Context: an optimization exercise on an open-source flow, tuned for small area, a short achievable clock period and few clock cycles per item. The choices shown serve that exercise and are no tape-out recipe.
The RTL was checked by simulation tests, not by an equivalence proof against the original design.
No activity file was given, so power comes from the tool's default toggle rates.

// wm_block_blender
module wm_block_blender #(
    parameter  int DATA_W = 8,
    parameter  int MAX_M  = 8,
    localparam int IDX_W  = $clog2(MAX_M * MAX_M)
) (
    input  wire logic              clk,
    input  wire logic              rst,
    input  wire logic [IDX_W-1:0]  cfg_m,
    input  wire logic [DATA_W:0]   cfg_bthr,
    input  wire logic [7:0]        cfg_amin,
    input  wire logic [7:0]        cfg_amax,
    input  wire logic [7:0]        cfg_bmin,
    input  wire logic [7:0]        cfg_bmax,
    input  wire logic              s_valid,
    output logic                   s_ready,
    input  wire logic [DATA_W-1:0] s_data,
    output logic                   m_valid,
    input  wire logic              m_ready,
    output logic [DATA_W-1:0]      m_data,
    output logic                   m_last,
    output logic                   busy,
    output logic                   err
);
Size in the first run: roughly 2600 cells after synthesis, ~72 I/O pins, roughly 28000 um^2 of cells after synthesis.
clock: 13.0 ns
lec_check: 0
abc_area: 1
cap_margin: 20
core_margin: 2
core_utilization: 50
cts_cluster_diameter: 100
cts_cluster_size: 28
slew_margin: 20
tns_end_percent: 10
standard.sh (not shown) runs the stock make flow with config.mk's settings and CLKGATE_MAP_FILE= SYNTH_SCRIPT=/design/flow/synth_recipe.tcl, a recipe that flattens the netlist after the stock synthesis.
==> flow/flow/run.sh <==
#!/bin/bash
# Own flow: the standard ORFS flow (standard.sh) with two changes in how
# the layout is made; the clock, its period and the I/O constraints are
# unchanged:
#  * timing repair is asked to leave extra setup slack (SETUP_SLACK_MARGIN),
#  * the port buffers are sky130_fd_sc_hd__buf_4 cells.
set -euo pipefail
export SETUP_SLACK_MARGIN=9.5
export BUFFER_PORTS_ARGS="-buffer_cell sky130_fd_sc_hd__buf_4"
bash standard.sh > standard.log 2>&1
The baseline finished clean.
Testbench counts at the start, summed over its fixed seeds: cycles 17,040, items 7,956.
Then changed:
--- a/flow/design.v
+++ b/flow/design.v
@@ -33,16 +33,17 @@
     logic       err_q, busy_q;
     logic [2:0] mm1;                 
     logic       pw2;                 
     logic [8:0] bthr;
     logic [7:0] bmin, bmax;
     logic [6:0] nsq;                 
     logic       xfer, bad, xfer_p, xfer_w, first_ok, cap;
     logic       cfg_one;             
+    logic [6:0] cfg_nsq;
     function automatic logic gt8(input logic [7:0] a, input logic [7:0] b);
         logic [7:0] g, e;
         logic [3:0] g1, e1;
         logic [1:0] g2, e2;
         g = a & ~b;
         e = ~(a ^ b);
         for (int i = 0; i < 4; i++) begin
             g1[i] = g[2*i+1] | (e[2*i+1] & g[2*i]);
@@ -59,22 +60,25 @@
         cfg_one = (cfg_m[2:0] == 3'd1);
         bad  = (cfg_m == 6'd0) || (cfg_m[5:3] != 3'd0 && cfg_m[2:0] != 3'd0) ||
                (cfg_m[5:4] != 2'd0) ||
                gt8(cfg_amin, cfg_amax) || gt8(cfg_bmin, cfg_bmax);
         first_ok = st_first && !bad;
         cap    = xfer && st_first;
         xfer_p = xfer && (st_first || !st_w);
         xfer_w = xfer && !st_first && st_w;
-        case (mm1)
-            3'd2:    nsq = 7'd9;
-            3'd4:    nsq = 7'd25;
-            3'd5:    nsq = 7'd36;
-            3'd6:    nsq = 7'd49;
-            default: nsq = 7'd64;        
+        case (cfg_m[2:0])
+            3'd1:    cfg_nsq = 7'd1;
+            3'd2:    cfg_nsq = 7'd4;
+            3'd3:    cfg_nsq = 7'd9;
+            3'd4:    cfg_nsq = 7'd16;
+            3'd5:    cfg_nsq = 7'd25;
+            3'd6:    cfg_nsq = 7'd36;
+            3'd7:    cfg_nsq = 7'd49;
+            default: cfg_nsq = 7'd64;
         endcase
     end
     logic [511:0] ring;
     logic         a_p, a_first, a_colnz, a_rownz;
     logic [7:0]   a_d;
     logic [7:0]   tap_up, tap_p, upq;
     always_comb begin
         case (mm1)
@@ -692,16 +696,17 @@
         a_colnz <= !st_first && (st_col != 3'd0);
         a_rownz <= !st_first && (st_row != 3'd0);
         o_last  <= st_last;
         b_last  <= o_last;
         if (cap) begin
             mm1  <= cfg_m[2:0] - 3'd1;
             pw2  <= (cfg_m[2:0] == 3'd1) || (cfg_m[2:0] == 3'd2) ||
                     (cfg_m[2:0] == 3'd4) || (cfg_m[2:0] == 3'd0);
+            nsq  <= cfg_nsq;
             bthr <= cfg_bthr;
             bmin <= cfg_bmin;
             bmax <= cfg_bmax;
         end
     end
     always_comb begin
         s_ready = rdy_q;
         busy    = busy_q;
The changed run passed the timing, design-rule and antenna checks; via count barely changes; global-route usage went up by 0.35 points; cell area went up by 0.77%; utilization went up by 0.10 points; total power went down by 3.7%; clock-buffer cell count went up by 1; routed wire length went up by 0.80%; worst hold slack got worse by 12 ps; first-iteration DRC count went down by 3.9%; area after synthesis went up by 1.2%; clock skew went up by 17 ps.
Testbench counts after the change, summed over its fixed seeds: cycles 17,040, items 7,956.

port drivers added, routing unchanged:
No port has a modelled driver above. Below, the same layouts with a new extraction and two added sets of constraints. Step 1, drivers: a clkbuf_16 drives clk and a buf_2 each remaining input, both assumed. Step 2 times the ports against the registers' clock, not the clock port: input delays grow and output delays shrink by t, the midpoint of the rising clock arrivals with the driver on. Slacks: ideal / step 1 / step 2; pairs: ideal / step 1.
run | t (ns) | slack for setup (ns) | worst hold slack (ns)
the first run | 0.641 | 9.161 / 9.101 / 8.498 | 0.316 / 0.316 / 0.316
the second run | 0.641 | 9.164 / 9.109 / 8.604 | 0.304 / 0.304 / 0.304
After both steps setup and hold are still met in every run listed. The setup slack of the first run, which loses most, moves by -0.060 ns with the drivers and by -0.663 ns with both steps.
